Background: an optimization exercise with open tools, aiming at a short achievable clock period and few clock cycles. Do not read the settings as production practice.
At most, simulation tests tie the RTL to the original design; equivalence was not proved.
The RTL of runs 1, 2, 4 and 5 was laid out without a check of its function.

File: config.mk
export PLATFORM = sky130hd
export DESIGN_NAME = cpu_top
export DESIGN_NICKNAME = cpu_top
export VERILOG_FILES = /design/flow/design.v
export SDC_FILE = /design/flow/constraint.sdc
export NUM_CORES = 4
export LEC_CHECK = 0
export ABC_CLOCK_PERIOD_IN_PS = 3000
export CAP_MARGIN = 20
export CORE_MARGIN = 2
export CORE_UTILIZATION = 40
export SETUP_SLACK_MARGIN = 4.2
export SLEW_MARGIN = 20
File: constraint.sdc
create_clock -name core_clock -period 7.5 [get_ports {clk}]
set_input_delay 1.5000 -clock core_clock [delete_from_list [all_inputs] [get_ports {clk}]]
set_output_delay 1.5000 -clock core_clock [all_outputs]
set_load 0.01 [all_outputs]
File: design.v
	localparam logic [3:0] OP_HALT     = 4'h0;
	localparam logic [3:0] OP_MOV      = 4'h1;
	localparam logic [3:0] OP_MOVNZ    = 4'h2;
	localparam logic [3:0] OP_MOVEZ    = 4'h3;
	localparam logic [3:0] OP_BUS      = 4'h4;
	localparam logic [3:0] OP_MEMR     = 4'h5;
	localparam logic [3:0] OP_SET      = 4'h6;
	localparam logic [3:0] OP_MEMW     = 4'h7;
	localparam logic [3:0] OP_AND      = 4'h8;
	localparam logic [3:0] OP_OR       = 4'h9;
	localparam logic [3:0] OP_XOR      = 4'hA;
	localparam logic [3:0] OP_ADD      = 4'hB;
	localparam logic [3:0] OP_SHFT     = 4'hC;
	localparam logic [3:0] OP_MUL      = 4'hD;
	localparam logic [3:0] OP_GT       = 4'hE;
	localparam logic [3:0] OP_EQ       = 4'hF;
	localparam int NUM_REGS = 16;
	localparam logic [15:0] TRUE_WORD = 16'hFFFF;
`default_nettype none
module execute_unit (
	input  logic [3:0]  op,
	input  logic [15:0] a,
	input  logic [15:0] b,
	output logic [15:0] result,
	output logic [63:0] mul_part
);
	localparam logic [3:0] OP_HALT     = 4'h0;
	localparam logic [3:0] OP_MOV      = 4'h1;
	localparam logic [3:0] OP_MOVNZ    = 4'h2;
	localparam logic [3:0] OP_MOVEZ    = 4'h3;
	localparam logic [3:0] OP_BUS      = 4'h4;
	localparam logic [3:0] OP_MEMR     = 4'h5;
	localparam logic [3:0] OP_SET      = 4'h6;
	localparam logic [3:0] OP_MEMW     = 4'h7;
	localparam logic [3:0] OP_AND      = 4'h8;
	localparam logic [3:0] OP_OR       = 4'h9;
	localparam logic [3:0] OP_XOR      = 4'hA;
	localparam logic [3:0] OP_ADD      = 4'hB;
	localparam logic [3:0] OP_SHFT     = 4'hC;
	localparam logic [3:0] OP_MUL      = 4'hD;
	localparam logic [3:0] OP_GT       = 4'hE;
	localparam logic [3:0] OP_EQ       = 4'hF;
	localparam int NUM_REGS = 16;
	localparam logic [15:0] TRUE_WORD = 16'hFFFF;
	always_comb begin
		for (int k = 0; k < 4; k++) begin
			mul_part[16*k +: 16] = (a * b[4*k +: 4]) << (4 * k);
		end
	end
	always_comb begin
		case (op)
			OP_AND: result = a & b;
			OP_OR:  result = a | b;
			OP_XOR: result = a ^ b;
			OP_ADD: result = a + b;
			OP_GT:  result = (a > b) ? TRUE_WORD : '0;
			OP_EQ:  result = (a == b) ? TRUE_WORD : '0;
			OP_SHFT: begin
				if (|b[15:8]) begin
					result = (|b[7:4]) ? '0 : (a << b[3:0]);
				end else begin
					result = (|b[7:4]) ? '0 : (a >> b[3:0]);
				end
			end
			default: result = a;
		endcase
	end
endmodule
`default_nettype wire
`default_nettype none
module register_file (
	input  logic        clk,
	input  logic        mem_read_ready_stor_reset,
	input  logic [3:0]  read_a_sel,
	input  logic [3:0]  read_b_sel,
	output logic [15:0] read_a,
	output logic [15:0] read_b,
	input  logic        write_en,
	input  logic [3:0]  write_sel,
	input  logic [15:0] write_data
);
	localparam logic [3:0] OP_HALT     = 4'h0;
	localparam logic [3:0] OP_MOV      = 4'h1;
	localparam logic [3:0] OP_MOVNZ    = 4'h2;
	localparam logic [3:0] OP_MOVEZ    = 4'h3;
	localparam logic [3:0] OP_BUS      = 4'h4;
	localparam logic [3:0] OP_MEMR     = 4'h5;
	localparam logic [3:0] OP_SET      = 4'h6;
	localparam logic [3:0] OP_MEMW     = 4'h7;
	localparam logic [3:0] OP_AND      = 4'h8;
	localparam logic [3:0] OP_OR       = 4'h9;
	localparam logic [3:0] OP_XOR      = 4'hA;
	localparam logic [3:0] OP_ADD      = 4'hB;
	localparam logic [3:0] OP_SHFT     = 4'hC;
	localparam logic [3:0] OP_MUL      = 4'hD;
	localparam logic [3:0] OP_GT       = 4'hE;
	localparam logic [3:0] OP_EQ       = 4'hF;
	localparam int NUM_REGS = 16;
	localparam logic [15:0] TRUE_WORD = 16'hFFFF;
	logic [15:0] regs [NUM_REGS];
	assign read_a = regs[read_a_sel];
	assign read_b = regs[read_b_sel];
	always_ff @(posedge clk) begin
		if (mem_read_ready_stor_reset) begin
			for (int i = 0; i < NUM_REGS; i++) begin
				regs[i] <= '0;
			end
		end else if (write_en) begin
			regs[write_sel] <= write_data;
		end
	end
endmodule
`default_nettype wire
`default_nettype none
module cpu_top (
	input  logic        clk,
	input  logic        mem_read_ready_stor_reset,
	output logic        fetch_req,
	output logic [15:0] fetch_addr,
	input  logic        fetch_ack,
	input  logic [15:0] fetch_data,
	output logic        mem_req,
	output logic        mem_we,
	output logic [15:0] mem_addr,
	output logic [15:0] mem_wdata,
	input  logic        mem_ack,
	input  logic [15:0] mem_rdata,
	output logic        halted
);
	localparam logic [3:0] OP_HALT     = 4'h0;
	localparam logic [3:0] OP_MOV      = 4'h1;
	localparam logic [3:0] OP_MOVNZ    = 4'h2;
	localparam logic [3:0] OP_MOVEZ    = 4'h3;
	localparam logic [3:0] OP_BUS      = 4'h4;
	localparam logic [3:0] OP_MEMR     = 4'h5;
	localparam logic [3:0] OP_SET      = 4'h6;
	localparam logic [3:0] OP_MEMW     = 4'h7;
	localparam logic [3:0] OP_AND      = 4'h8;
	localparam logic [3:0] OP_OR       = 4'h9;
	localparam logic [3:0] OP_XOR      = 4'hA;
	localparam logic [3:0] OP_ADD      = 4'hB;
	localparam logic [3:0] OP_SHFT     = 4'hC;
	localparam logic [3:0] OP_MUL      = 4'hD;
	localparam logic [3:0] OP_GT       = 4'hE;
	localparam logic [3:0] OP_EQ       = 4'hF;
	localparam int NUM_REGS = 16;
	localparam logic [15:0] TRUE_WORD = 16'hFFFF;
	logic rst;
	assign rst = mem_read_ready_stor_reset;
	logic        fetch_ack_q;
	logic        fetch_want;
	logic [15:0] fetch_pc;
	logic        fetch_got;
	logic [15:0] q0, q1;
	logic [1:0]  q_count;
	logic [1:0]  q_count_next;
	logic        q_pop;
	assign fetch_got  = fetch_ack && !fetch_ack_q;
	assign fetch_req  = fetch_want && !fetch_ack;
	assign fetch_addr = fetch_pc;
	always_comb begin
		q_count_next = q_count;
		if (fetch_got && !q_pop) q_count_next = q_count + 2'd1;
		if (!fetch_got && q_pop) q_count_next = q_count - 2'd1;
	end
	always_ff @(posedge clk) begin
		if (rst) begin
			fetch_ack_q <= 1'b0;
			fetch_want <= 1'b1;
			fetch_pc <= '0;
			q_count <= '0;
		end else begin
			fetch_ack_q <= fetch_ack;
			q_count <= q_count_next;
			if (fetch_got) begin
				fetch_pc <= fetch_pc + 16'd1;
			end
			if (!fetch_want || fetch_got) begin
				fetch_want <= (q_count_next != 2'd2);
			end
		end
	end
	always_ff @(posedge clk) begin
		if (fetch_got && (q_count == 2'd0 || (q_count == 2'd1 && q_pop))) begin
			q0 <= fetch_data;
		end else if (q_pop) begin
			q0 <= q1;
		end
		if (fetch_got && ((q_count == 2'd1 && !q_pop) || (q_count == 2'd2 && q_pop))) begin
			q1 <= fetch_data;
		end
	end
	logic        imm_pending;    
	logic [3:0]  imm_to;
	logic        stopped;        
	logic [3:0]  d_op, d_from, d_to, d_cond;
	assign d_op   = q0[3:0];
	assign d_from = q0[7:4];
	assign d_to   = q0[11:8];
	assign d_cond = q0[15:12];
	logic [15:0] rf_a, rf_b;
	logic        e_valid;
	logic [3:0]  e_op;
	logic [3:0]  e_to;
	logic [15:0] e_a, e_b;
	logic        e_mem, e_memw;
	logic        e_mul;          
	logic        e_mul2;         
	logic [63:0] mul_part;
	logic [63:0] mul_q;
	logic [15:0] mul_sum;
	logic        e_long_done;    
	logic [15:0] fwd_data;
	logic        mem_ack_q;
	logic        mem_got;
	logic        e_done;
	logic        e_free;
	logic        e_wen;
	logic [15:0] e_result;
	logic [15:0] wb_data;
	logic        fwd_a, fwd_b;
	assign mem_got = mem_ack && !mem_ack_q;
	assign e_long_done = e_valid && ((e_mem && mem_got) || e_mul2);
	assign e_done  = e_valid && (e_mem ? mem_got : (!e_mul || e_mul2));
	assign e_free  = !e_valid || e_long_done;
	assign q_pop   = (q_count != 2'd0) && !stopped && e_free;
	assign fwd_data = e_mem ? mem_rdata : mul_sum;
	assign fwd_a = e_long_done && !e_memw && (e_to == d_from);
	assign fwd_b = e_long_done && !e_memw && (e_to == d_cond);
	always_ff @(posedge clk) begin
		if (rst) begin
			imm_pending <= 1'b0;
			stopped <= 1'b0;
			e_valid <= 1'b0;
			e_mul2 <= 1'b0;
			mem_ack_q <= 1'b0;
		end else begin
			mem_ack_q <= mem_ack;
			e_mul2 <= e_valid && e_mul && !e_mul2;
			if (e_done) begin
				e_valid <= 1'b0;
			end
			if (q_pop) begin
				if (imm_pending) begin
					imm_pending <= 1'b0;
					e_valid <= 1'b1;
				end else if (d_op == OP_SET) begin
					imm_pending <= 1'b1;
				end else if (d_op == OP_HALT || d_op == OP_BUS) begin
					stopped <= 1'b1;
				end else begin
					e_valid <= 1'b1;
				end
			end
		end
	end
	always_ff @(posedge clk) begin
		if (q_pop) begin
			if (imm_pending) begin
				e_op   <= OP_MOV;
				e_to   <= imm_to;
				e_a    <= q0;
				e_mem  <= 1'b0;
				e_memw <= 1'b0;
				e_mul  <= 1'b0;
			end else begin
				e_op   <= d_op;
				e_to   <= d_to;
				e_a    <= fwd_a ? fwd_data : rf_a;
				e_b    <= fwd_b ? fwd_data : rf_b;
				e_mul  <= (d_op == OP_MUL);
				e_mem  <= (d_op == OP_MEMR) || (d_op == OP_MEMW);
				e_memw <= (d_op == OP_MEMW);
			end
			if (!imm_pending) begin
				imm_to <= d_to;
			end
		end
	end
	execute_unit u_execute_unit (
		.op     (e_op),
		.a      (e_a),
		.b      (e_b),
		.result   (e_result),
		.mul_part (mul_part)
	);
	always_ff @(posedge clk) begin
		mul_q <= mul_part;
	end
	assign mul_sum = mul_q[15:0] + mul_q[31:16] + mul_q[47:32] + mul_q[63:48];
	always_comb begin
		case (e_op)
			OP_MOVNZ: e_wen = |e_b;
			OP_MOVEZ: e_wen = ~|e_b;
			OP_MEMW:  e_wen = 1'b0;
			default:  e_wen = 1'b1;
		endcase
	end
	assign wb_data = (e_mem || e_mul) ? fwd_data : e_result;
	assign mem_req   = e_valid && e_mem && !mem_ack;
	assign mem_we    = e_memw;
	assign mem_addr  = e_a;
	assign mem_wdata = e_b;
	assign halted = stopped && !e_valid;
	register_file u_register_file (
		.clk                       (clk),
		.mem_read_ready_stor_reset (rst),
		.read_a_sel                (d_from),
		.read_b_sel                (d_cond),
		.read_a                    (rf_a),
		.read_b                    (rf_b),
		.write_en                  (e_done && e_wen),
		.write_sel                 (e_to),
		.write_data                (wb_data)
	);
endmodule
`default_nettype wire
File: run.sh
#!/bin/bash
# synth_recipe.tcl (not shown) runs the flow's synth.tcl, then flattens the netlist and writes it again
# the make line also repeats each setting of config.mk as NAME=value (left out here)
make -C /OpenROAD-flow-scripts/flow DESIGN_CONFIG=/design/flow/config.mk WORK_HOME=/design/flow/orfs CLKGATE_MAP_FILE= SYNTH_SCRIPT=/design/flow/synth_recipe.tcl finish
==> impl_metrics.csv, run 1 <==
group,metric,value,unit
run_status,status,"timing/DRC/antenna clean",
floorplanning,die-area,68800,um2
logic_synthesis,ys_top_cells_by_area,"edfxtp_1, mux4_2, dfxtp_1",
clock_network,cts_sinks,404,
drt,ant_nets,0,
drt,avgViaCountPerCell,6.31,
place,dpl_cell_area,28800,um2
global_routing,use_met1,0.372,
critical_path,critPathRequiredTime,7.85,ns
critical_path,path_max_fanout,8,
logic_synthesis,synth-edff-count,331,
timing,report.final.slew_viol_count,0,
timing,tns,0,ns
place,place.gp.congestion,0.985,
logic_synthesis,yosys_warnings,3,
drt,drtPass1Iterations,6,
clock_network,hold_buffers,0,
clock_network,cts_tree,"built",
clock_network,path_clk_slew,0.06,ns
clock_network,insertion_delay,0.61,ns
job,cap_viol_max_count,0,
timing,relSlewSlack,0.0752,
critical_path,crit_buf_inv,5,
drt,vias,22400,
global_routing,grt_pass1_vias,21600,
timing,hold_violations,0,
global_routing,use_met2,0.444,
floorplanning,die_h,262,um
critical_path,cp_top_family,"simple AND/OR/NAND/NOR gates",
clock_network,clockBufferDepth,3,
layout,nNetsFinal,2858,
timing,clock.fmax,278,MHz
global_routing,grt-ovfl-total,0,
global_routing,track_usage,0.295,
worst_hold_path,hp-class,"reg2reg",
logic_synthesis,seq_area_frac_synth,0.427,
drt,detail_route.iter0.violations,3325,
logic_synthesis,synth_top_area_share,0.372,
logic_synthesis,syn_avg_cell_area,11.3,um2
global_routing,grt_max_degree,58,
clock_network,cts-root-buf,"clkbuf_16",
timing,grt_setup_unrepaired,"yes",
global_routing,grt_pass1_wl,150000,um
timing,finalSetupViolations,0,
layout,finish.instance_area,35600,um2
critical_path,worstPathCellList,"inv_2 > ha_4 > nor4_4 > nand4_1 > or4b_4 > nand4_4 > buf_6 > o211ai_4 > buf_6 > o31ai_4 > buf_12 > clkbuf_16 > nor2_4",
timing,finClkSkew,0.0416,ns
layout,syn_to_final_growth,33.2,%
layout,fill_cells,5463,
global_routing,grt_util_met3,0.0912,
timing,tightestPinTransition,1.38,ns
floorplanning,ios,88,
drt,routed_wl,105000,um
drt,post_drt_wl_per_cell,29.7,um
floorplanning,initial_utilization,0.405,
place,placement.io_buffers,87,
timing,finalCriticalPeriod,3.60,ns
logic_synthesis,netlist_area,26700,um2
logic_synthesis,async_flop_share,0,
critical_path,cp_slowest_stage_delay,0.62,ns
layout,fin_util,0.540,
timing,timing.final.crit_share,0.480,
critical_path,reg2reg_setup_slack,3.90,ns
critical_path,crit_type,"reg2reg",
global_routing,antenna_found_initial,2,
place,place_hpwl,65600,um
logic_synthesis,ys_types,88,
critical_path,start_kind,"register",
floorplanning,rows,94,
logic_synthesis,synth_area_leader_cell,"edfxtp_1",
clock_network,cts_made_buffers,45,
floorplanning,fp.coreArea,65900,um2
layout,final_layout_size_suffix_gt1_frac,0.377,
drt,drcViolationCount,0,
logic_synthesis,synth_seq_cells,404,
critical_path,crit_top_cell,"buf_6",
critical_path,cp-end-kind,"register",
clock_network,htree_levels,2,
critical_path,crit_arrival,3.95,ns
critical_path,crit_slowest_cell,"or4b_4",
global_routing,busiest_layer,"met2",
logic_synthesis,synthCells,2364,
logic_synthesis,syn_nets,2577,
floorplanning,die_w,262,um
logic_synthesis,synthFlopType,"edfxtp_1",
==> cell type report <==
class                           instances  area, um2  area share
Timing Repair Buffer                  387       4310       0.121
Antenna cell                            1       2.50   0.0000704
Clock inverter                         31        269     0.00757
Timing Repair inverter                  2       25.0    0.000704
Sequential cell                       404      11400       0.321
Inverter                              176        756      0.0213
Multi-Input combinational cell       1629      16500       0.465
Clock buffer                           52       1180      0.0331
Tap cell                              864       1080      0.0304
==> per-stage QoR <==
stage	hold WS, ns	cells	worst slack [ns]
final	0.480	3546	3.90
after global routing	0.501	3545	3.88
after CTS	0.475	3489	4.03
after detailed placement	0.448	3208	2.27
after global placement	0.453	3205	2.30
after floorplan	0.427	2364	3.94
==> registers in the layout, summed over array words and instances (netlist names), 2 cells and up, named ones only <==
| register | flops |
|---|---|
| u_register_file.regs | 256 |
| mul_q | 40 |
| e_a | 16 |
| e_b | 16 |
| fetch_pc | 16 |
| q0 | 16 |
| q1 | 16 |
| e_op | 4 |
| e_to | 4 |
| q_count | 2 |
==> worst register-to-register path, cell delays in order (launching register included) <==
cell,delay [ns]
edfxtp_1,0.52
inv_2,0.14
ha_4,0.24
nor4_4,0.31
nand4_1,0.23
or4b_4,0.62
nand4_4,0.15
buf_6,0.12
o211ai_4,0.13
buf_6,0.22
o31ai_4,0.22
buf_12,0.17
clkbuf_16,0.22
nor2_4,0.06
==> layout by cell type (no fill, tap or decap), types with 14 or more instances in the layout <==
master,Yosys,final
nor3_1,36,18
a21o_1,15,15
xor2_1,19,17
nor2_2,0,25
nor2_4,0,92
dfxtp_1,73,64
buf_4,6,193
edfxtp_1,331,331
inv_1,172,143
mux2_2,53,53
buf_12,0,50
fa_1,62,59
ha_1,115,79
ha_4,0,28
a21oi_2,0,49
dlygate4sd2_1,0,14
a21oi_1,133,77
o21ai_0,93,77
mux4_2,166,166
nor2b_1,34,31
mux2i_1,44,40
xnor2_1,62,57
nand2_1,166,152
inv_2,2,18
a211oi_1,52,45
nand2b_4,0,26
clkbuf_16,0,49
nor2_1,338,221
buf_6,2,32
clkdlybuf4s50_1,0,62
==> path summary, 6_finish.rpt <==
| kind | startpoint | to | depth (start not counted) |
|---|---|---|---|
| hold / removal | q0[9] | e_to[1] | 0 |
| hold reg to reg | q0[9] | e_to[1] | 0 |
| setup reg to reg | e_a[14] | u_register_file.regs[14][6] | 13 |
| setup / recovery | e_a[14] | u_register_file.regs[14][6] | 13 |
==> per-layer routing <==
layer,wire length [um],part of all wire
met5,26,0.00025
met2,46400,0.44
met3,14100,0.13
met4,7880,0.075
met1,36800,0.35
==> logic make-up (layout without fill, tap and decap cells) <==
group,count (synthesis),in the layout,synth area share
adders and majority gates,178,178,0.101
xor gates and xnor gates,81,81,0.0266
buffers and inverters,340,648,0.0507
DFF,404,404,0.427
AOI/OAI and AO/OA,399,399,0.0972
and+or+nand+nor,699,708,0.119
other,0,1,0
muxes,263,263,0.179
==> cell usage after synthesis, types with 44 or more instances <==
library cell / count
mux4_2: 166
edfxtp_1: 331
xnor2_1: 62
o21ai_0: 93
mux2_2: 53
nor2_1: 338
nand2_1: 166
fa_1: 62
inv_1: 172
dfxtp_1: 73
mux2i_1: 44
a211oi_1: 52
a21oi_1: 133
clkbuf_1: 103
ha_1: 115
==> repair_timing <==
| item | in CTS | in global routing |
|---|---|---|
| hold endpoints to repair | 0 | 0 |
| buffers inserted | 173 | 51 |
| gates cloned | 25 | 5 |
| pin swaps | 69 | 97 |
| endpoints found under the setup margin | 597 | 503 |
| resized for setup | 421 | 296 |
==> run 2: changes to the inputs <==
--- a/config.mk
+++ b/config.mk
@@ -6,8 +6,7 @@
 export NUM_CORES = 4
 export LEC_CHECK = 0
-export ABC_CLOCK_PERIOD_IN_PS = 3000
 export CAP_MARGIN = 20
 export CORE_MARGIN = 2
 export CORE_UTILIZATION = 40
-export SETUP_SLACK_MARGIN = 4.2
+export SETUP_SLACK_MARGIN = 3.5
 export SLEW_MARGIN = 20
==> impl_metrics.csv, run 2 <==
group,metric,value,unit
run_status,status,"timing/DRC/antenna clean",
logic_synthesis,ys_top_cells_by_count,"nor2_1, edfxtp_1, inv_1, mux4_2, nand2_1",
logic_synthesis,synth_top_family_by_area,"multiplexers",
logic_synthesis,ys_types,88,
place,place.gp.congestion,0.985,
drt,detail_route.iter0.violations,2393,
logic_synthesis,synth_seq_cells,404,
timing,finalSetupViolations,0,
timing,hold_violations,0,
layout,final-seq-area,11400,um2
logic_synthesis,netlist_area,26700,um2
clock_network,cts_made_buffers,46,
floorplanning,rows,94,
clock_network,clockBufferDepth,3,
drt,routed_wl,90800,um
place,dpl_worst_slack,1.97,ns
critical_path,crit_slowest_cell,"clkdlybuf4s50_1",
logic_synthesis,synth-edff-count,331,
floorplanning,die_h,262,um
layout,regMostFlops,"u_register_file.regs",
critical_path,crit_arrival,4.26,ns
layout,final_common_cell,"nor2_1",
clock_network,path_clk_slew,0.06,ns
logic_synthesis,synth_most_common_cell,"nor2_1",
clock_network,htree_levels,2,
timing,grt_setup_unrepaired,"yes",
layout,reg.largest.list,"u_register_file.regs (256), mul_q (40)",
drt,ant_nets,0,
drt,avgViaCountPerCell,6.11,
place,placement.io_buffers,87,
clock_network,cts_tree,"built",
logic_synthesis,synthAdderAreaFrac,0.101,
logic_synthesis,ys_top_cells_by_area,"edfxtp_1, mux4_2, dfxtp_1",
layout,mostFrequentLayoutCells,"nor2_1, edfxtp_1, inv_1, mux4_2, nand2_1",
logic_synthesis,syn_nets,2577,
timing,relSlewSlack,0.264,
logic_synthesis,seq_area_frac_synth,0.427,
place,place_hpwl,64300,um
layout,final_layout_size_suffix_gt1_frac,0.192,
logic_synthesis,synth_compound_area_frac,0.0972,
floorplanning,fp.coreArea,65900,um2
global_routing,grt_max_degree,58,
global_routing,grt_pass1_wl,135000,um
critical_path,start_kind,"primary input",
job,cap_viol_max_count,0,
global_routing,track_usage,0.260,
global_routing,grt_pass1_vias,20300,
clock_network,cts_sinks,404,
critical_path,cp_slowest_stage_delay,0.41,ns
global_routing,antenna_found_initial,2,
global_routing,grt-ovfl-total,0,
floorplanning,initial_utilization,0.405,
logic_synthesis,yosys_warnings,3,
logic_synthesis,synthSimpleGateAreaFrac,0.119,
clock_network,insertion_delay,0.61,ns
layout,finish.instance_area,30800,um2
timing,finClkSkew,0.0287,ns
timing,report.final.slew_viol_count,0,
logic_synthesis,synthCells,2364,
timing,finalCriticalPeriod,3.97,ns
layout,fill_cells,5983,
logic_synthesis,synthFlopType,"edfxtp_1",
critical_path,cp-end-kind,"register",
logic_synthesis,synth_xor_area_frac,0.0266,
timing,tightestPinTransition,1.10,ns
logic_synthesis,synth_area_leader_cell,"edfxtp_1",
place,dpl_cell_area,28400,um2
critical_path,crit_type,"in2reg",
logic_synthesis,synth_mux_area_frac,0.179,
logic_synthesis,syn_avg_cell_area,11.3,um2
clock_network,hold_buffers,0,
drt,vias,20300,
critical_path,path_max_fanout,43,
worst_hold_path,hp-class,"reg2reg",
timing,timing.final.crit_share,0.529,
layout,nNetsFinal,2636,
critical_path,critPathRequiredTime,7.79,ns
timing,tns,0,ns
drt,drtPass1Iterations,6,
timing,clock.fmax,252,MHz
floorplanning,die-area,68800,um2
critical_path,worstPathCellList,"clkdlybuf4s50_1 > buf_6 > nand2b_1 > a211oi_1 > o31ai_1 > a211oi_4 > buf_12 > and2b_1 > nand3_2 > nand2b_2",
layout,syn_to_final_growth,15.4,%
drt,drcViolationCount,0,
floorplanning,ios,88,
layout,multi_input_area,14400,um2
drt,post_drt_wl_per_cell,27.3,um
clock_network,cts-root-buf,"clkbuf_16",
logic_synthesis,async_flop_share,0,
logic_synthesis,synth_top_area_share,0.372,
layout,largest_reg_flops,256,
floorplanning,die_w,262,um
timing,fin_ws,3.53,ns
run 2: worst paths after layout:
kind	start	endpoint	slack (ns)	cells after the start
worst max-delay path	mem_read_ready_stor_reset	u_register_file.regs[10][11]	3.53	10
worst min-delay path	q0[9]	e_to[1]	0.46	0
worst max register to register	e_b[9]	u_register_file.regs[13][7]	3.60	8
worst min register to register	q0[9]	e_to[1]	0.46	0
run 2: what timing repair did:
item,in CTS,in global routing
gates resized for setup,57,37
pin swaps,12,5
setup buffers,24,15
cloned,0,4
setup endpoints to repair,521,301
run 2: metal layers:
layer | wire (um) | share of wire | global-route usage | up-vias
li1 | - | - | - | 8702
met1 | 35700 | 0.39 | 0.343 | 10300
met2 | 42100 | 0.46 | 0.417 | 1119
met3 | 8630 | 0.095 | 0.0538 | 187
met4 | 4290 | 0.047 | 0.111 | 2
met5 | 13 | 0.00014 | 0 | -
run 2: layout make-up:
cell class / count / share of cell area
multi-input cells: 1623 / 0.467
flip-flops and latches: 404 / 0.371
repair buffers: 172 / 0.0555
clock buffers: 57 / 0.0394
well taps: 864 / 0.0351
inverters: 176 / 0.0225
clock inverters: 24 / 0.00971
diodes: 1 / 0.0000813
run 2: logic make-up after synthesis:
group / Yosys count
buffers and inverters: 340
and+or+nand+nor: 699
muxes: 263
xor gates and xnor gates: 81
adders and majority gates: 178
DFF: 404
AOI/OAI and AO/OA: 399
run 2: critical path: cells and delay by family:
| kind | cells | cell delay, ns |
|---|---|---|
| simple gates | 4 | 1.25 |
| buf+inv | 3 | 0.82 |
| compound gates | 3 | 0.66 |
run 2: stage by stage:
stage / cells / hold WS, ns / util
2_1_floorplan: 2364 / 0.427 / -
3_5_place_dp: 3195 / 0.438 / 0.432
3_3_place_gp: 3195 / 0.452 / 0.432
5_1_grt: 3320 / 0.480 / 0.468
4_1_cts: 3300 / 0.451 / 0.463
6_report: 3321 / 0.461 / 0.468
==> run 3: changes to the inputs <==
--- a/design.v
+++ b/design.v
@@ -22,6 +22,5 @@
 	input  logic [15:0] a,
 	input  logic [15:0] b,
-	output logic [15:0] result,
-	output logic [63:0] mul_part
+	output logic [15:0] result
 );
 	localparam logic [3:0] OP_HALT     = 4'h0;
@@ -44,9 +43,4 @@
 	localparam logic [15:0] TRUE_WORD = 16'hFFFF;
 	always_comb begin
-		for (int k = 0; k < 4; k++) begin
-			mul_part[16*k +: 16] = (a * b[4*k +: 4]) << (4 * k);
-		end
-	end
-	always_comb begin
 		case (op)
 			OP_AND: result = a & b;
@@ -54,4 +48,5 @@
 			OP_XOR: result = a ^ b;
 			OP_ADD: result = a + b;
+			OP_MUL: result = a * b;
 			OP_GT:  result = (a > b) ? TRUE_WORD : '0;
 			OP_EQ:  result = (a == b) ? TRUE_WORD : '0;
@@ -205,11 +200,4 @@
 	logic [15:0] e_a, e_b;
 	logic        e_mem, e_memw;
-	logic        e_mul;          
-	logic        e_mul2;         
-	logic [63:0] mul_part;
-	logic [63:0] mul_q;
-	logic [15:0] mul_sum;
-	logic        e_long_done;    
-	logic [15:0] fwd_data;
 	logic        mem_ack_q;
 	logic        mem_got;
@@ -221,11 +209,9 @@
 	logic        fwd_a, fwd_b;
 	assign mem_got = mem_ack && !mem_ack_q;
-	assign e_long_done = e_valid && ((e_mem && mem_got) || e_mul2);
-	assign e_done  = e_valid && (e_mem ? mem_got : (!e_mul || e_mul2));
-	assign e_free  = !e_valid || e_long_done;
+	assign e_done  = e_valid && (!e_mem || mem_got);
+	assign e_free  = !e_valid || (e_mem && mem_got);
 	assign q_pop   = (q_count != 2'd0) && !stopped && e_free;
-	assign fwd_data = e_mem ? mem_rdata : mul_sum;
-	assign fwd_a = e_long_done && !e_memw && (e_to == d_from);
-	assign fwd_b = e_long_done && !e_memw && (e_to == d_cond);
+	assign fwd_a = e_valid && e_mem && !e_memw && mem_got && (e_to == d_from);
+	assign fwd_b = e_valid && e_mem && !e_memw && mem_got && (e_to == d_cond);
 	always_ff @(posedge clk) begin
 		if (rst) begin
@@ -233,9 +219,7 @@
 			stopped <= 1'b0;
 			e_valid <= 1'b0;
-			e_mul2 <= 1'b0;
 			mem_ack_q <= 1'b0;
 		end else begin
 			mem_ack_q <= mem_ack;
-			e_mul2 <= e_valid && e_mul && !e_mul2;
 			if (e_done) begin
 				e_valid <= 1'b0;
@@ -263,11 +247,9 @@
 				e_mem  <= 1'b0;
 				e_memw <= 1'b0;
-				e_mul  <= 1'b0;
 			end else begin
 				e_op   <= d_op;
 				e_to   <= d_to;
-				e_a    <= fwd_a ? fwd_data : rf_a;
-				e_b    <= fwd_b ? fwd_data : rf_b;
-				e_mul  <= (d_op == OP_MUL);
+				e_a    <= fwd_a ? mem_rdata : rf_a;
+				e_b    <= fwd_b ? mem_rdata : rf_b;
 				e_mem  <= (d_op == OP_MEMR) || (d_op == OP_MEMW);
 				e_memw <= (d_op == OP_MEMW);
@@ -282,11 +264,6 @@
 		.a      (e_a),
 		.b      (e_b),
-		.result   (e_result),
-		.mul_part (mul_part)
+		.result (e_result)
 	);
-	always_ff @(posedge clk) begin
-		mul_q <= mul_part;
-	end
-	assign mul_sum = mul_q[15:0] + mul_q[31:16] + mul_q[47:32] + mul_q[63:48];
 	always_comb begin
 		case (e_op)
@@ -297,5 +274,5 @@
 		endcase
 	end
-	assign wb_data = (e_mem || e_mul) ? fwd_data : e_result;
+	assign wb_data = e_mem ? mem_rdata : e_result;
 	assign mem_req   = e_valid && e_mem && !mem_ack;
 	assign mem_we    = e_memw;
--- a/config.mk
+++ b/config.mk
@@ -9,4 +9,3 @@
 export CORE_MARGIN = 2
 export CORE_UTILIZATION = 40
-export SETUP_SLACK_MARGIN = 3.5
 export SLEW_MARGIN = 20
==> impl_metrics.csv, run 3 <==
group,metric,value,unit
run_status,status,"timing/DRC/antenna clean",
clock_network,cts_resized,0,
critical_path,crit_top_cell,"fa_1",
critical_path,crit_buf_inv,5,
layout,largest_reg_flops,256,
layout,final_common_cell,"nor2_1",
logic_synthesis,ys_top_cells_by_count,"nor2_1, edfxtp_1, mux4_2, nand2_1, inv_1",
floorplanning,initial_utilization,0.403,
drt,drtPass1Iterations,7,
timing,finClkSkew,0.0392,ns
global_routing,antenna_found_initial,1,
timing,hold_violations,0,
drt,post_drt_wl_per_cell,27.8,um
logic_synthesis,syn_nets,2351,
logic_synthesis,ys_top_cells_by_area,"edfxtp_1, mux4_2, fa_1",
critical_path,critPathRequiredTime,7.75,ns
critical_path,r2r-start,"e_b[5]",
logic_synthesis,synth_seq_cells,362,
floorplanning,die_h,256,um
critical_path,crit_arrival,7.26,ns
logic_synthesis,synth_top_area_share,0.391,
logic_synthesis,synth_area_leader_cell,"edfxtp_1",
timing,relSlewSlack,0.222,
timing,grt_setup_unrepaired,"no",
drt,vias,18400,
clock_network,path_clk_slew,0.08,ns
floorplanning,ios,88,
clock_network,htree_levels,2,
clock_network,cts_sinks,362,
logic_synthesis,yosys_warnings,3,
critical_path,cp_top_family,"adder cells",
layout,fill_cells,5800,
clock_network,clockBufferDepth,3,
logic_synthesis,synthFlopType,"edfxtp_1",
global_routing,grt_pass1_vias,19200,
logic_synthesis,async_flop_share,0,
global_routing,track_usage,0.257,
clock_network,cts_made_buffers,39,
layout,nNetsFinal,2381,
floorplanning,die-area,65400,um2
timing,hold_ws,0.477,ns
drt,drcViolationCount,0,
drt,ant_nets,0,
critical_path,critPathLaunch,"e_b[5]",
place,dpl_cell_area,26900,um2
critical_path,crit_type,"reg2reg",
timing,clock.fmax,143,MHz
floorplanning,fp.coreArea,62900,um2
timing,report.final.slew_viol_count,0,
worst_hold_path,hp-start,"q0[8]",
clock_network,insertion_delay,0.56,ns
critical_path,cp_slowest_stage_delay,0.73,ns
timing,finalCriticalPeriod,7.02,ns
logic_synthesis,synthCells,2132,
critical_path,worstPathCellList,"clkinv_1 > nor2_1 > fa_1 > inv_1 > fa_1 > fa_1 > fa_1 > inv_1 > fa_1 > inv_1 > fa_1 > inv_1 > ha_1 > a21o_1 > and2_1 > a311o_1 > xnor2_1 > o2111ai_1 > o21ai_2 > nor2_1",
global_routing,grt_pass1_wl,125000,um
place,place.gp.congestion,1.00,
layout,syn_to_final_growth,11.3,%
critical_path,cp-end-kind,"register",
timing,tns,0,ns
logic_synthesis,syn_avg_cell_area,11.9,um2
logic_synthesis,netlist_area,25300,um2
place,placement.io_buffers,87,
clock_network,postCtsSetupBuffers,0,
global_routing,grt_max_degree,64,
critical_path,crit_slowest_cell,"o21ai_2",
timing,tightestPinTransition,1.16,ns
logic_synthesis,ys_types,96,
clock_network,cts_tree,"built",
clock_network,cts-root-buf,"clkbuf_16",
logic_synthesis,synth_most_common_cell,"nor2_1",
global_routing,grt-ovfl-total,0,
timing,timing.final.crit_share,0.936,
drt,detail_route.iter0.violations,2180,
critical_path,reg2reg_setup_slack,0.48,ns
critical_path,start_kind,"register",
clock_network,hold_buffers,0,
worst_hold_path,hp-class,"reg2reg",
job,cap_viol_max_count,0,
drt,avgViaCountPerCell,6.05,
critical_path,path_max_fanout,16,
floorplanning,die_w,256,um
timing,finalSetupViolations,0,
floorplanning,rows,92,
drt,routed_wl,84600,um
logic_synthesis,synth-edff-count,330,
logic_synthesis,seq_area_frac_synth,0.416,
layout,mostFrequentLayoutCells,"nor2_1, edfxtp_1, mux4_2, inv_1, nand2_1",
layout,final_layout_size_suffix_gt1_frac,0.191,
layout,regMostFlops,"u_register_file.regs",
layout,finish.instance_area,28200,um2
place,place_hpwl,57700,um
-- run 3: worst reg2reg max path: stages, from the launching register on --
cell and delay (ns):
edfxtp_1 0.64, clkinv_1 0.42, nor2_1 0.25, fa_1 0.43, inv_1 0.09, fa_1 0.44, fa_1 0.50, fa_1 0.54
inv_1 0.05, fa_1 0.47, inv_1 0.05, fa_1 0.50, inv_1 0.06, ha_1 0.34, a21o_1 0.21, and2_1 0.16
a311o_1 0.37, xnor2_1 0.17, o2111ai_1 0.19, o21ai_2 0.73, nor2_1 0.10
-- run 3: cell type report --
type | count | area, um2 | area share
tap | 846 | 1060 | 0.0376
timing repair buffer | 144 | 1330 | 0.0473
antenna | 1 | 2.50 | 0.0000888
clock buffer | 47 | 1050 | 0.0372
multi-input combinational | 1448 | 13300 | 0.473
inverter | 167 | 627 | 0.0222
sequential | 362 | 10600 | 0.375
clock inverter | 25 | 224 | 0.00794
-- run 3: path summary, 6_finish.rpt --
check | endpoint | depth (start not counted)
worst max register to register | u_register_file.regs[9][13] | 20
worst min register to register | e_to[0] | 0
worst min-delay path | e_to[0] | 0
worst max-delay path | u_register_file.regs[9][13] | 20
-- run 3: per-layer routing --
layer	global-route usage	part of all wire	up-vias	wire (um)
met5	0	0	-	0
met4	0.145	0.062	0	5240
met3	0.0457	0.092	271	7800
met2	0.428	0.48	1086	40800
met1	0.318	0.36	9264	30800
li1	-	-	7758	-
-- run 3: cell families (layout without fill, tap and decap cells) --
group           after synthesis  after routing  share of synthesized area
fa+ha+maj                   184            184                      0.115
other cells                   0              1                          0
mux                         258            258                      0.196
xor+xnor                     72             72                     0.0252
flops                       362            362                      0.416
buf+inv                     322            383                     0.0582
compound gates              251            251                     0.0695
simple gates                683            683                      0.120
-- run 3: per-stage QoR --
| step | worst slack [ns] | util | std cells |
|---|---|---|---|
| floorplan | 1.08 | - | 2132 |
| detailed placement | 0.653 | 0.427 | 2965 |
| global placement | 0.718 | 0.427 | 2964 |
| CTS | 0.588 | 0.448 | 3037 |
| global route | 0.270 | 0.448 | 3039 |
| finish | 0.484 | 0.449 | 3040 |
Testbench counts of run 3, summed over its fixed seeds: cycles 26,628.
==> run 4: changes to the inputs <==
--- a/design.v
+++ b/design.v
@@ -19,8 +19,18 @@
 `default_nettype none
 module execute_unit (
-	input  logic [3:0]  op,
+	input  logic        is_and,
+	input  logic        is_or,
+	input  logic        is_xor,
+	input  logic        is_add,
+	input  logic        is_shl,      
+	input  logic        is_shr,      
+	input  logic        shift_out,   
+	input  logic        is_gt,
+	input  logic        is_eq,
+	input  logic        is_mov,      
 	input  logic [15:0] a,
 	input  logic [15:0] b,
-	output logic [15:0] result
+	output logic [15:0] result,
+	output logic [63:0] mul_part
 );
 	localparam logic [3:0] OP_HALT     = 4'h0;
@@ -43,22 +53,27 @@
 	localparam logic [15:0] TRUE_WORD = 16'hFFFF;
 	always_comb begin
-		case (op)
-			OP_AND: result = a & b;
-			OP_OR:  result = a | b;
-			OP_XOR: result = a ^ b;
-			OP_ADD: result = a + b;
-			OP_MUL: result = a * b;
-			OP_GT:  result = (a > b) ? TRUE_WORD : '0;
-			OP_EQ:  result = (a == b) ? TRUE_WORD : '0;
-			OP_SHFT: begin
-				if (|b[15:8]) begin
-					result = (|b[7:4]) ? '0 : (a << b[3:0]);
-				end else begin
-					result = (|b[7:4]) ? '0 : (a >> b[3:0]);
-				end
-			end
-			default: result = a;
-		endcase
+		for (int k = 0; k < 4; k++) begin
+			mul_part[16*k +: 16] = (a * b[4*k +: 4]) << (4 * k);
+		end
 	end
+	logic [15:0] sum;
+	logic [15:0] shl;
+	logic [15:0] shr;
+	logic        gt;
+	logic        eq;
+	assign sum = a + b;
+	assign shl = a << b[3:0];
+	assign shr = a >> b[3:0];
+	assign gt  = a > b;
+	assign eq  = a == b;
+	assign result = ({16{is_and}} & (a & b))
+	              | ({16{is_or}}  & (a | b))
+	              | ({16{is_xor}} & (a ^ b))
+	              | ({16{is_add}} & sum)
+	              | ({16{is_shl && !shift_out}} & shl)
+	              | ({16{is_shr && !shift_out}} & shr)
+	              | ({16{is_gt && gt}})
+	              | ({16{is_eq && eq}})
+	              | ({16{is_mov}} & a);
 endmodule
 `default_nettype wire
@@ -94,12 +109,16 @@
 	localparam logic [15:0] TRUE_WORD = 16'hFFFF;
 	logic [15:0] regs [NUM_REGS];
-	assign read_a = regs[read_a_sel];
-	assign read_b = regs[read_b_sel];
+	logic [NUM_REGS-1:0] written;
+	assign read_a = written[read_a_sel] ? regs[read_a_sel] : '0;
+	assign read_b = written[read_b_sel] ? regs[read_b_sel] : '0;
 	always_ff @(posedge clk) begin
 		if (mem_read_ready_stor_reset) begin
-			for (int i = 0; i < NUM_REGS; i++) begin
-				regs[i] <= '0;
-			end
+			written <= '0;
 		end else if (write_en) begin
+			written[write_sel] <= 1'b1;
+		end
+	end
+	always_ff @(posedge clk) begin
+		if (write_en) begin
 			regs[write_sel] <= write_data;
 		end
@@ -195,23 +214,40 @@
 	assign d_cond = q0[15:12];
 	logic [15:0] rf_a, rf_b;
+	logic [15:0] d_a, d_b;
 	logic        e_valid;
-	logic [3:0]  e_op;
 	logic [3:0]  e_to;
 	logic [15:0] e_a, e_b;
-	logic        e_mem, e_memw;
-	logic        mem_ack_q;
-	logic        mem_got;
+	logic        e_mem;          
+	logic        e_memw;
+	logic        e_mreq;         
+	logic        e_mul;          
+	logic        e_mul2;         
+	logic        e_wen;          
+	logic        e_and, e_or, e_xor, e_add, e_shl, e_shr, e_shout, e_gt, e_eq, e_mov;
+	logic [63:0] mul_part;
+	logic [63:0] mul_q;
+	logic [15:0] mul_sum;
+	logic [15:0] e_result;
 	logic        e_done;
 	logic        e_free;
-	logic        e_wen;
-	logic [15:0] e_result;
-	logic [15:0] wb_data;
+	logic        w_valid;
+	logic [3:0]  w_to;
+	logic [15:0] w_data;
+	logic        mem_ack_q;
+	logic        mem_got;
+	logic [15:0] fwd_data;
 	logic        fwd_a, fwd_b;
+	logic        wb_a, wb_b;
 	assign mem_got = mem_ack && !mem_ack_q;
-	assign e_done  = e_valid && (!e_mem || mem_got);
-	assign e_free  = !e_valid || (e_mem && mem_got);
+	assign e_done  = e_valid && (e_mem ? mem_got : (!e_mul || e_mul2));
+	assign e_free  = !e_valid || e_mul2 || (e_mem && mem_got);
 	assign q_pop   = (q_count != 2'd0) && !stopped && e_free;
-	assign fwd_a = e_valid && e_mem && !e_memw && mem_got && (e_to == d_from);
-	assign fwd_b = e_valid && e_mem && !e_memw && mem_got && (e_to == d_cond);
+	assign fwd_data = e_mem ? mem_rdata : mul_sum;
+	assign fwd_a = e_valid && (e_mul2 || (e_mem && !e_memw)) && (e_to == d_from);
+	assign fwd_b = e_valid && (e_mul2 || (e_mem && !e_memw)) && (e_to == d_cond);
+	assign wb_a  = w_valid && (w_to == d_from);
+	assign wb_b  = w_valid && (w_to == d_cond);
+	assign d_a   = fwd_a ? fwd_data : (wb_a ? w_data : rf_a);
+	assign d_b   = fwd_b ? fwd_data : (wb_b ? w_data : rf_b);
 	always_ff @(posedge clk) begin
 		if (rst) begin
@@ -219,10 +255,18 @@
 			stopped <= 1'b0;
 			e_valid <= 1'b0;
+			e_mreq <= 1'b0;
+			e_mul2 <= 1'b0;
 			mem_ack_q <= 1'b0;
+			w_valid <= 1'b0;
 		end else begin
 			mem_ack_q <= mem_ack;
+			e_mul2 <= e_valid && e_mul && !e_mul2;
+			w_valid <= e_done && e_wen;
 			if (e_done) begin
 				e_valid <= 1'b0;
 			end
+			if (mem_got) begin
+				e_mreq <= 1'b0;
+			end
 			if (q_pop) begin
 				if (imm_pending) begin
@@ -235,4 +279,5 @@
 				end else begin
 					e_valid <= 1'b1;
+					e_mreq <= (d_op == OP_MEMR) || (d_op == OP_MEMW);
 				end
 			end
@@ -242,17 +287,43 @@
 		if (q_pop) begin
 			if (imm_pending) begin
-				e_op   <= OP_MOV;
-				e_to   <= imm_to;
-				e_a    <= q0;
-				e_mem  <= 1'b0;
-				e_memw <= 1'b0;
+				e_to    <= imm_to;
+				e_a     <= q0;
+				e_mem   <= 1'b0;
+				e_memw  <= 1'b0;
+				e_mul   <= 1'b0;
+				e_wen   <= 1'b1;
+				e_and   <= 1'b0;
+				e_or    <= 1'b0;
+				e_xor   <= 1'b0;
+				e_add   <= 1'b0;
+				e_shl   <= 1'b0;
+				e_shr   <= 1'b0;
+				e_gt    <= 1'b0;
+				e_eq    <= 1'b0;
+				e_mov   <= 1'b1;
 			end else begin
-				e_op   <= d_op;
-				e_to   <= d_to;
-				e_a    <= fwd_a ? mem_rdata : rf_a;
-				e_b    <= fwd_b ? mem_rdata : rf_b;
-				e_mem  <= (d_op == OP_MEMR) || (d_op == OP_MEMW);
-				e_memw <= (d_op == OP_MEMW);
+				e_to    <= d_to;
+				e_a     <= d_a;
+				e_b     <= d_b;
+				e_mem   <= (d_op == OP_MEMR) || (d_op == OP_MEMW);
+				e_memw  <= (d_op == OP_MEMW);
+				e_mul   <= (d_op == OP_MUL);
+				case (d_op)
+					OP_MOVNZ: e_wen <= |d_b;
+					OP_MOVEZ: e_wen <= ~|d_b;
+					OP_MEMW:  e_wen <= 1'b0;
+					default:  e_wen <= 1'b1;
+				endcase
+				e_and   <= (d_op == OP_AND);
+				e_or    <= (d_op == OP_OR);
+				e_xor   <= (d_op == OP_XOR);
+				e_add   <= (d_op == OP_ADD);
+				e_shl   <= (d_op == OP_SHFT) && (|d_b[15:8]);
+				e_shr   <= (d_op == OP_SHFT) && !(|d_b[15:8]);
+				e_gt    <= (d_op == OP_GT);
+				e_eq    <= (d_op == OP_EQ);
+				e_mov   <= (d_op == OP_MOV) || (d_op == OP_MOVNZ) || (d_op == OP_MOVEZ);
 			end
+			e_shout <= |d_b[7:4];
 			if (!imm_pending) begin
 				imm_to <= d_to;
@@ -261,19 +332,28 @@
 	end
 	execute_unit u_execute_unit (
-		.op     (e_op),
-		.a      (e_a),
-		.b      (e_b),
-		.result (e_result)
+		.is_and    (e_and),
+		.is_or     (e_or),
+		.is_xor    (e_xor),
+		.is_add    (e_add),
+		.is_shl    (e_shl),
+		.is_shr    (e_shr),
+		.shift_out (e_shout),
+		.is_gt     (e_gt),
+		.is_eq     (e_eq),
+		.is_mov    (e_mov),
+		.a         (e_a),
+		.b         (e_b),
+		.result    (e_result),
+		.mul_part  (mul_part)
 	);
-	always_comb begin
-		case (e_op)
-			OP_MOVNZ: e_wen = |e_b;
-			OP_MOVEZ: e_wen = ~|e_b;
-			OP_MEMW:  e_wen = 1'b0;
-			default:  e_wen = 1'b1;
-		endcase
+	always_ff @(posedge clk) begin
+		mul_q <= mul_part;
+	end
+	assign mul_sum = mul_q[15:0] + mul_q[31:16] + mul_q[47:32] + mul_q[63:48];
+	always_ff @(posedge clk) begin
+		w_to   <= e_to;
+		w_data <= e_mem ? mem_rdata : (e_mul ? mul_sum : e_result);
 	end
-	assign wb_data = e_mem ? mem_rdata : e_result;
-	assign mem_req   = e_valid && e_mem && !mem_ack;
+	assign mem_req   = e_mreq && !mem_ack;
 	assign mem_we    = e_memw;
 	assign mem_addr  = e_a;
@@ -287,7 +367,7 @@
 		.read_a                    (rf_a),
 		.read_b                    (rf_b),
-		.write_en                  (e_done && e_wen),
-		.write_sel                 (e_to),
-		.write_data                (wb_data)
+		.write_en                  (w_valid),
+		.write_sel                 (w_to),
+		.write_data                (w_data)
 	);
 endmodule
--- a/config.mk
+++ b/config.mk
@@ -6,6 +6,8 @@
 export NUM_CORES = 4
 export LEC_CHECK = 0
+export ABC_CLOCK_PERIOD_IN_PS = 2500
 export CAP_MARGIN = 20
 export CORE_MARGIN = 2
-export CORE_UTILIZATION = 40
+export CORE_UTILIZATION = 55
+export SETUP_SLACK_MARGIN = 4.6
 export SLEW_MARGIN = 20
==> impl_metrics.csv, run 4 <==
group,metric,value,unit
logic_synthesis,ys_top_cells_by_count,"edfxtp_1, nand2_1, nor2_1, mux4_2, inv_1",
timing,finalSetupViolations,0,
logic_synthesis,synth-edff-count,338,
clock_network,path_clk_slew,0.06,ns
clock_network,cts_made_buffers,49,
layout,fill_cells,3272,
worst_hold_path,hp-start,"q0[10]",
critical_path,start_kind,"register",
floorplanning,initial_utilization,0.556,
timing,timing.final.crit_share,0.519,
drt,vias,20300,
logic_synthesis,seq_area_frac_synth,0.468,
drt,drtPass1Iterations,6,
layout,syn_to_final_growth,27.6,%
logic_synthesis,syn_nets,2410,
logic_synthesis,netlist_area,26400,um2
critical_path,path_max_fanout,3,
critical_path,crit_arrival,4.36,ns
layout,mostFrequentLayoutCells,"edfxtp_1, nand2_1, buf_4, nor2_1, mux4_2",
timing,finClkSkew,0.0177,ns
timing,tightestPinTransition,1.12,ns
drt,detail_route.iter0.violations,2433,
layout,final_layout_size_suffix_gt1_frac,0.330,
timing,tns,0,ns
drt,avgViaCountPerCell,6.48,
clock_network,htree_levels,2,
global_routing,grt-ovfl-total,0,
layout,nNetsFinal,2698,
run_status,status,"timing/DRC/antenna clean",
clock_network,hold_buffers,0,
global_routing,track_usage,0.352,
global_routing,grt_pass1_wl,128000,um
job,cap_viol_max_count,0,
layout,final_common_cell,"edfxtp_1",
logic_synthesis,ys_top_cells_by_area,"edfxtp_1, mux4_2, dfxtp_1",
layout,reg.largest.list,"u_register_file.regs (256), mul_q (40)",
place,dpl_cell_area,28100,um2
place,placement.io_buffers,87,
logic_synthesis,syn_avg_cell_area,12.0,um2
drt,ant_nets,0,
timing,grt_setup_unrepaired,"yes",
clock_network,insertion_delay,0.60,ns
floorplanning,die-area,49800,um2
logic_synthesis,synthFlopType,"edfxtp_1",
timing,hold_violations,0,
place,place_hpwl,55100,um
worst_hold_path,min_path_cells,0,
timing,report.final.slew_viol_count,0,
global_routing,grt_max_degree,64,
clock_network,cts-root-buf,"clkbuf_16",
logic_synthesis,synth_seq_cells,449,
critical_path,r2r-start,"e_b[3]",
drt,drcViolationCount,0,
logic_synthesis,synth_most_common_cell,"edfxtp_1",
logic_synthesis,synth_area_leader_cell,"edfxtp_1",
worst_hold_path,hp-class,"reg2reg",
logic_synthesis,async_flop_share,0,
critical_path,critPathLaunch,"e_b[3]",
floorplanning,fp.coreArea,47500,um2
timing,clock.fmax,257,MHz
logic_synthesis,synth_top_area_share,0.384,
floorplanning,die_h,223,um
drt,post_drt_wl_per_cell,28.1,um
layout,fin_util,0.709,
critical_path,crit_type,"reg2reg",
critical_path,critPathRequiredTime,7.97,ns
drt,routed_wl,88300,um
timing,relSlewSlack,0.250,
logic_synthesis,yosys_warnings,3,
layout,regMostFlops,"u_register_file.regs",
logic_synthesis,synthCells,2193,
timing,finalCriticalPeriod,3.89,ns
clock_network,clockBufferDepth,3,
floorplanning,die_w,223,um
global_routing,grt_pass1_vias,19800,
clock_network,cts_sinks,449,
floorplanning,rows,80,
layout,largest_reg_flops,256,
critical_path,reg2regPathDepth,15,
logic_synthesis,ys_types,74,
floorplanning,ios,88,
place,place.gp.congestion,0.979,
layout,finish.instance_area,33700,um2
critical_path,cp-end-kind,"register",
global_routing,antenna_found_initial,5,
clock_network,cts_tree,"built",
run 4: changes by cell type in the layout (fill, tap and decap cells not counted), moves of 54 or more:
cell | before | now
nand2_1 | 160 | 223
nor2_1 | 360 | 164
clkdlybuf4s50_1 | 87 | 33
buf_4 | 54 | 170
buf_6 | 0 | 84
dfxtp_1 | 26 | 99
run 4: logic make-up after synthesis:
logic type,Yosys count,share of synthesized area
muxes,220,0.162
buffers and inverters,277,0.0412
and+or+nand+nor,559,0.0924
DFF,449,0.468
AOI/OAI and AO/OA,408,0.0995
adders and majority gates,182,0.104
xor gates and xnor gates,98,0.0325
run 4: per-layer routing:
layer	wire length, um	GRT usage
met1	34900	0.489
met3	8940	0.0814
met5	114	0
met4	4580	0.153
met2	39700	0.535
run 4: worst paths after layout:
path | to | slack (ns)
setup reg to reg | mul_q[14] | 3.61
setup / recovery | mul_q[14] | 3.61
hold / removal | e_to[2] | 0.48
hold reg to reg | e_to[2] | 0.48
run 4: layout make-up:
type	count	area [um2]	area share
tap	615	769	0.0228
antenna	1	2.50	0.0000742
clock buffer	63	1350	0.0400
clock inverter	29	383	0.0114
inverter	146	598	0.0177
timing repair buffer	365	3770	0.112
sequential	449	12400	0.368
timing repair inverter	1	5.00	0.000148
multi-input combinational	1469	14400	0.428
run 4: what timing repair did:
action | in CTS | in global routing
pin swaps | 71 | 84
gates cloned | 8 | 2
hold endpoints to repair | 0 | 0
setup buffers | 174 | 50
gates resized for setup | 467 | 121
setup endpoints to repair | 212 | 110
run 4: critical path, cell delays in order (launching register included):
cell      delay, ns
edfxtp_1       0.51
buf_4          0.17
nand2_1        0.08
fa_1           0.58
inv_2          0.06
fa_1           0.56
ha_4           0.23
a21o_1         0.21
a21oi_4        0.20
o21bai_4       0.09
a21oi_2        0.14
nor2b_1        0.07
o21a_1         0.21
o31a_1         0.28
o41ai_2        0.25
xnor2_1        0.12
run 4: through the flow:
step           worst slack (ns)  std cells  hold WS [ns]
2_1_floorplan              3.55       2193         0.410
3_3_place_gp               2.71       2810         0.444
3_5_place_dp               2.86       2811         0.458
4_1_cts                    3.66       3085         0.472
5_1_grt                    3.54       3138         0.472
6_report                   3.61       3138         0.478
==> run 5: changes to the inputs <==
--- a/config.mk
+++ b/config.mk
@@ -6,8 +6,8 @@
 export NUM_CORES = 4
 export LEC_CHECK = 0
-export ABC_CLOCK_PERIOD_IN_PS = 2500
+export ABC_CLOCK_PERIOD_IN_PS = 3000
 export CAP_MARGIN = 20
 export CORE_MARGIN = 2
-export CORE_UTILIZATION = 55
-export SETUP_SLACK_MARGIN = 4.6
+export CORE_UTILIZATION = 40
+export SETUP_SLACK_MARGIN = 4.3
 export SLEW_MARGIN = 20
==> impl_metrics.csv, run 5 <==
group,metric,value,unit
logic_synthesis,synth_most_common_cell,"edfxtp_1",
drt,vias,19600,
logic_synthesis,ys_top_cells_by_area,"edfxtp_1, mux4_2, dfxtp_1",
drt,ant_nets,0,
floorplanning,die_h,261,um
worst_hold_path,hp-start,"e_to[0]",
logic_synthesis,synth_top_area_share,0.384,
logic_synthesis,yosys_warnings,3,
critical_path,crit_arrival,4.34,ns
drt,routed_wl,86600,um
logic_synthesis,synth_seq_cells,449,
drt,post_drt_wl_per_cell,26.2,um
timing,report.final.slew_viol_count,0,
critical_path,crit_buf_inv,2,
clock_network,hold_buffers,0,
timing,clock.fmax,257,MHz
logic_synthesis,ys_types,74,
clock_network,insertion_delay,0.61,ns
layout,regMostFlops,"u_register_file.regs",
job,cap_viol_max_count,0,
floorplanning,rows,94,
floorplanning,die-area,68100,um2
logic_synthesis,netlist_area,26400,um2
logic_synthesis,synthCells,2193,
place,place_hpwl,57500,um
clock_network,cts-root-buf,"clkbuf_16",
logic_synthesis,async_flop_share,0,
drt,avgViaCountPerCell,5.92,
run_status,status,"timing/DRC/antenna clean",
critical_path,start_kind,"register",
timing,finalSetupViolations,0,
layout,mostFrequentLayoutCells,"edfxtp_1, nand2_1, nor2_1, mux4_2, buf_4",
clock_network,clockBufferDepth,3,
drt,drcViolationCount,0,
logic_synthesis,synthFlopType,"edfxtp_1",
global_routing,grt_pass1_wl,128000,um
timing,grt_setup_unrepaired,"yes",
global_routing,grt_pass1_vias,19700,
global_routing,grt_max_degree,64,
logic_synthesis,syn_avg_cell_area,12.0,um2
timing,finalCriticalPeriod,3.89,ns
layout,largest_reg_flops,256,
critical_path,cp-end-kind,"register",
timing,hold_ws,0.463,ns
critical_path,worstPathCellList,"inv_2 > fa_1 > inv_2 > ha_4 > ha_4 > a21o_1 > a211oi_4 > o31ai_4 > nand2_1 > o21ai_2 > or4_1 > or3_4 > and4bb_2 > mux2i_1",
critical_path,cp_top_family,"simple AND/OR/NAND/NOR gates",
layout,reg.largest.list,"u_register_file.regs (256), mul_q (40)",
floorplanning,die_w,261,um
logic_synthesis,synth_area_leader_cell,"edfxtp_1",
layout,nNetsFinal,2618,
critical_path,critPathLaunch,"mul_q[24]",
timing,tightestPinTransition,1.07,ns
layout,fill_cells,5738,
drt,drtPass1Iterations,6,
critical_path,crit_type,"reg2reg",
layout,finish.instance_area,32500,um2
global_routing,antenna_found_initial,1,
global_routing,grt-ovfl-total,0,
critical_path,r2r-start,"mul_q[24]",
clock_network,cts_made_buffers,49,
place,placement.io_buffers,87,
timing,hold_violations,0,
global_routing,track_usage,0.254,
logic_synthesis,seq_area_frac_synth,0.468,
worst_hold_path,hp-class,"reg2reg",
place,place.gp.congestion,1.03,
critical_path,crit_slowest_cell,"fa_1",
clock_network,cts_tree,"built",
critical_path,cp_slowest_stage_delay,0.55,ns
layout,syn_to_final_growth,23.0,%
layout,final_common_cell,"edfxtp_1",
clock_network,path_clk_slew,0.06,ns
floorplanning,initial_utilization,0.403,
timing,timing.final.crit_share,0.519,
place,dpl_cell_area,28400,um2
timing,finClkSkew,0.0265,ns
critical_path,path_max_fanout,5,
critical_path,critPathRequiredTime,7.94,ns
logic_synthesis,synth-edff-count,338,
clock_network,htree_levels,2,
timing,fin_ws,3.61,ns
clock_network,cts_sinks,449,
layout,final_layout_size_suffix_gt1_frac,0.268,
floorplanning,fp.coreArea,65600,um2
timing,relSlewSlack,0.283,
place,dpl_worst_slack,2.67,ns
timing,tns,0,ns
floorplanning,ios,88,
logic_synthesis,syn_nets,2410,
logic_synthesis,ys_top_cells_by_count,"edfxtp_1, nand2_1, nor2_1, mux4_2, inv_1",
drt,detail_route.iter0.violations,2094,
-- run 5: cell counts after synthesis --
Identical to the previous run, type by type.
-- run 5: cell families (layout without fill, tap and decap cells) --
family                     count (synthesis)  count (layout)  share of synthesized area
muxes                                    220             220                      0.162
adders and majority gates                182             182                      0.104
AOI/OAI and AO/OA                        408             408                     0.0995
and+or+nand+nor                          559             562                     0.0924
buffers and inverters                    277             522                     0.0412
xor gates and xnor gates                  98              98                     0.0325
DFF                                      449             449                      0.468
other                                      0               1                          0
-- run 5: final timing paths --
check	to	slack, ns	cells past startpoint
max reg2reg	e_wen	3.61	14
min	w_to[0]	0.46	0
max	e_wen	3.61	14
min reg2reg	w_to[0]	0.46	0
-- run 5: per-layer routing --
| layer | track usage | wire length (um) | vias to the layer above |
|---|---|---|---|
| met1 | 0.326 | 33800 | 9838 |
| met2 | 0.420 | 41400 | 932 |
| met5 | 0 | 0 | - |
| met3 | 0.0470 | 6780 | 253 |
| li1 | - | - | 8544 |
| met4 | 0.116 | 4600 | 0 |
-- run 5: metrics by stage --
stage | std cells | util
global route | 3306 | 0.495
finish | 3306 | 0.495
floorplan | 2193 | -
CTS | 3269 | 0.485
detailed placement | 3065 | 0.432
global placement | 3065 | 0.432
-- run 5: timing repair --
action                     in CTS  in global routing
setup endpoints to repair     155                 51
gates resized for setup       236                 88
cloned                         10                  0
buffers inserted              103                 36
pin swaps                      61                 75
-- run 5: layout make-up --
| cell class | count | area (um2) | area share |
|---|---|---|---|
| repair buffers | 285 | 2800 | 0.0863 |
| clock inverters | 32 | 303 | 0.00932 |
| inverters | 146 | 593 | 0.0183 |
| flip-flops and latches | 449 | 12400 | 0.381 |
| well taps | 864 | 1080 | 0.0333 |
| diodes | 1 | 2.50 | 0.0000770 |
| multi-input cells | 1470 | 14100 | 0.433 |
| clock buffers | 59 | 1260 | 0.0389 |

==> port drivers added, routing unchanged <==
No port has a modelled driver above. Below, the same layouts with a new extraction and two added sets of constraints. Step 1: set_driving_cell puts a clkbuf_16 on clk and a buf_2 on each other input, an assumption about the parent block. Step 2 also shifts input and output timing later by t, the mid clock arrival at the registers, as if the neighbouring blocks saw the same clock. Three values: ideal ports, drivers, drivers and shift; two values: the first two.
run	t, ns	setup WS [ns]	worst setup path at the end
run 1	0.658	3.903 / 3.903 / 3.333	input to register
run 2	0.655	3.534 / 3.570 / 2.915	input to register
run 3	0.594	0.484 / 0.484 / 0.484	register to register
run 4	0.650	3.606 / 3.606 / 3.373	input to register
run 5	0.663	3.608 / 3.608 / 3.179	input to register
After both steps setup and hold are still met in every run listed. The setup slack of run 2, which loses most, moves by +0.036 ns with the drivers and by -0.619 ns with both steps.
